This design comes from an exercise in tuning for small area, a short achievable clock period and few clock cycles per item on the open sky130 flow, not from production work.
Function was checked by simulation only, so behaviour that the tests miss may differ from the original.
Power and IR drop assume default switching activity.

== sierra ==
## axis_float_mul_lanes
module axis_float_mul_lanes
#(
  parameter int    LANES      = 4,
  parameter int    USER_W     = 3,
  parameter        ROUND_MODE = "RNE"
) (
  input  logic                       clk,
  input  logic                       rst_n,
  input  logic [64*LANES-1:0]        s_axis_data,
  input  logic [USER_W-1:0]          s_axis_user,
  input  logic                       s_axis_last,
  input  logic                       s_axis_valid,
  output logic                       s_axis_ready,
  output logic [32*LANES-1:0]        m_axis_data,
  output logic [USER_W+2*LANES-1:0]  m_axis_user,
  output logic                       m_axis_last,
  output logic                       m_axis_valid,
  input  logic                       m_axis_ready
);
  localparam int DEPTH = 3;
  logic                    adv;
  logic [DEPTH-1:0]        vld;
  logic [USER_W:0]         side_q [DEPTH];
  logic [32*LANES-1:0]     prod;
  logic [2*LANES-1:0]      flags;
  assign adv          = ~vld[DEPTH-1] | m_axis_ready;
  assign s_axis_ready = adv;
  always_ff @(posedge clk) begin
    if (!rst_n)   vld <= '0;
    else if (adv) vld <= {vld[DEPTH-2:0], s_axis_valid};
  end
  always_ff @(posedge clk) if (adv) begin
    side_q[0] <= {s_axis_user, s_axis_last};
    for (int i = 1; i < DEPTH; i++) side_q[i] <= side_q[i-1];
  end
  ...
export LEC_CHECK = 0
export ABC_AREA = 1
export CAP_MARGIN = 20
export CORE_MARGIN = 2
export CORE_UTILIZATION = 65
export CTS_BUF_LIST = sky130_fd_sc_hd__clkbuf_8
export SETUP_SLACK_MARGIN = 3.8
export SLEW_MARGIN = 20
export TNS_END_PERCENT = 0
create_clock -name core_clock -period 8.0 [get_ports {clk}]
standard.sh (not shown) runs the stock make flow with config.mk's settings and CLKGATE_MAP_FILE= SYNTH_SCRIPT=/design/flow/synth_recipe.tcl, a recipe that flattens the netlist after the stock synthesis.
==> flow/flow/run.sh <==
#!/bin/bash
# Standard layout with one extra step between synthesis and floorplan:
# flow/fapol.py re-polarises the full-adder cells of the synthesised netlist
# (a full adder with all inputs and outputs complemented is the same cell),
# which removes most inverters between adders (some XOR gates feeding the
# adders become XNORs). Registers and all other cells are left as the
# standard synthesis made them. Every port still gets a buffer, as in the
# standard flow, but a plain buf_1 rather than the delay cell
# clkdlybuf4s50_1 the resizer picks by default.
set -euo pipefail
bash standard.sh synth > synth.log 2>&1
NET=$(ls orfs/results/*/*/base/1_2_yosys.v)
DIR=$(dirname "$NET")
cp "$NET" yosys_standard.v
python3 flow/fapol.py yosys_standard.v "$NET" > fapol.log 2>&1
rm -f "$DIR/1_synth.odb" "$DIR/1_synth.sdc"
bash standard.sh synth > synth_odb.log 2>&1
bash standard.sh "BUFFER_PORTS_ARGS=-inputs -outputs -buffer_cell sky130_fd_sc_hd__buf_1" finish > layout.log 2>&1
Other scripts of this flow, unchanged in this note and not shown: flow/flow/fapol.py
Testbench counts of sierra, summed over its fixed seeds: cycles 16,024, items 16,000.
The following lists how harbor was set up differently from sierra:
Settings: CTS_BUF_LIST no longer set, was sky130_fd_sc_hd__clkbuf_8.
==> flow/flow/run.sh <==
#!/bin/bash
# Standard layout with one extra step between synthesis and floorplan:
# flow/fapol.py re-polarises the full-adder cells of the synthesised netlist
# (a full adder with all inputs and outputs complemented is the same cell),
# which removes most inverters between adders (some XOR gates feeding the
# adders become XNORs). Registers and all other cells are left as the
# standard synthesis made them.
set -euo pipefail
bash standard.sh synth > synth.log 2>&1
NET=$(ls orfs/results/*/*/base/1_2_yosys.v)
DIR=$(dirname "$NET")
cp "$NET" yosys_standard.v
python3 flow/fapol.py yosys_standard.v "$NET" > fapol.log 2>&1
rm -f "$DIR/1_synth.odb" "$DIR/1_synth.sdc"
bash standard.sh synth > synth_odb.log 2>&1
bash standard.sh > layout.log 2>&1
### Flow results
Of harbor and sierra, sierra shows the higher combinational cell fraction of total power, with harbor below it.
harbor reports its worst-path cell with the longest stage delay as clkinvlp_2 while sierra reports edfxtp_1.
In the tables for harbor and sierra, global-route usage reads lower with sierra.
The fmax in harbor was higher than what sierra gave.
For quantity of gates resized following cts, dividing the value from sierra by the value from harbor gives 0.77.
Against sierra, harbor reports a count of vias placed by the detailed router that is higher.
In harbor, the first-pass iteration count of the detailed router came out 4 above the value in sierra.
Compared to sierra, harbor has number of setup buffers added after CTS 26 higher.

* * *

07-01:
axis_float_mul_lanes again, from the RTL that the note above started with.
export LEC_CHECK = 0
export ABC_AREA = 1
export CAP_MARGIN = 20
export CORE_MARGIN = 2
export CORE_UTILIZATION = 65
export SETUP_SLACK_MARGIN = 3.8
export SLEW_MARGIN = 20
export TNS_END_PERCENT = 0
create_clock -name core_clock -period 8.0 [get_ports {clk}]
==> flow/flow/run.sh <==
#!/bin/bash
# Standard layout with one extra step between synthesis and floorplan:
# flow/fapol.py re-polarises the full-adder cells of the synthesised netlist
# (a full adder with all inputs and outputs complemented is the same cell),
# which removes most inverters between adders (some XOR gates feeding the
# adders become XNORs). Registers and all other cells are left as the
# standard synthesis made them. Every port still gets a buffer, as in the
# standard flow, but a plain buf_1 rather than the delay cell
# clkdlybuf4s50_1 the resizer picks by default.
set -euo pipefail
bash standard.sh synth > synth.log 2>&1
NET=$(ls orfs/results/*/*/base/1_2_yosys.v)
DIR=$(dirname "$NET")
cp "$NET" yosys_standard.v
python3 flow/fapol.py yosys_standard.v "$NET" > fapol.log 2>&1
rm -f "$DIR/1_synth.odb" "$DIR/1_synth.sdc"
bash standard.sh synth > synth_odb.log 2>&1
bash standard.sh "BUFFER_PORTS_ARGS=-inputs -outputs -buffer_cell sky130_fd_sc_hd__buf_1" finish > layout.log 2>&1
Other scripts of this flow, unchanged in this note and not shown: flow/flow/fapol.py
Testbench counts of 07-01, summed over its fixed seeds: cycles 16,024, items 16,000.
Here is what was changed in the inputs of 02-02 compared with 07-01.
Settings: a deleted TNS_END_PERCENT that had been 0.
Notes after the runs:
02-02 was carried through to the last stage, and its layout satisfied the timing, design-rule and antenna checks.
Sort 02-02 and 07-01 by clock buffer instance count of the final layout, ascending, and 02-02 comes first.
On maximum frequency, 07-01 loses to 02-02.
Compared 02-02 against 07-01; share of total power consumed by net switching within noise.
Lower post-layout minimum cycle time goes to 02-02 over 07-01.
Looking at worst setup slack across both flows, 02-02 is the stronger of the two, with 07-01 trailing.
Relative to 07-01, met3 wire length has gone up in 02-02.

-- what the ideal ports hide --
In the flow no input, the clock included, has a driving cell. The finished layouts below were timed again as built, in two steps.
Step 1 sets driving cells, clkbuf_16 on the clock port and buf_2 on the other inputs (assumed; they add their load-dependent delay and slew).
Step 2, shift: input delay + t, output delay - t, t = (earliest + latest rising clock arrival at the registers) / 2. This alone moves slack from input paths to output paths.
Slacks: ideal ports / drivers / drivers and shift; pairs: ideal ports / drivers.
| run | shift t [ns] | setup slack, ns | worst setup path after step 2 | latest minus earliest clock arrival (ns) | worst slew at a driven data input, ns |
|---|---|---|---|---|---|
| sierra | 1.002 | 3.525 / 3.525 / 2.987 | input to register | 0.055 / 0.054 | 0.31 |
| harbor | 0.804 | 3.600 / 3.600 / 3.119 | input to register | 0.045 / 0.045 | 0.24 |
| 07-01 | 0.776 | 3.680 / 3.680 / 3.186 | input to register | 0.030 / 0.030 | 0.26 |
| 02-02 | 0.810 | 3.700 / 3.700 / 3.237 | input to register | 0.049 / 0.050 | 0.26 |
After both steps every run listed still meets setup and hold. For sierra, which loses most, drivers alone change the setup slack by 0.000 ns; drivers and shift together by -0.538 ns.
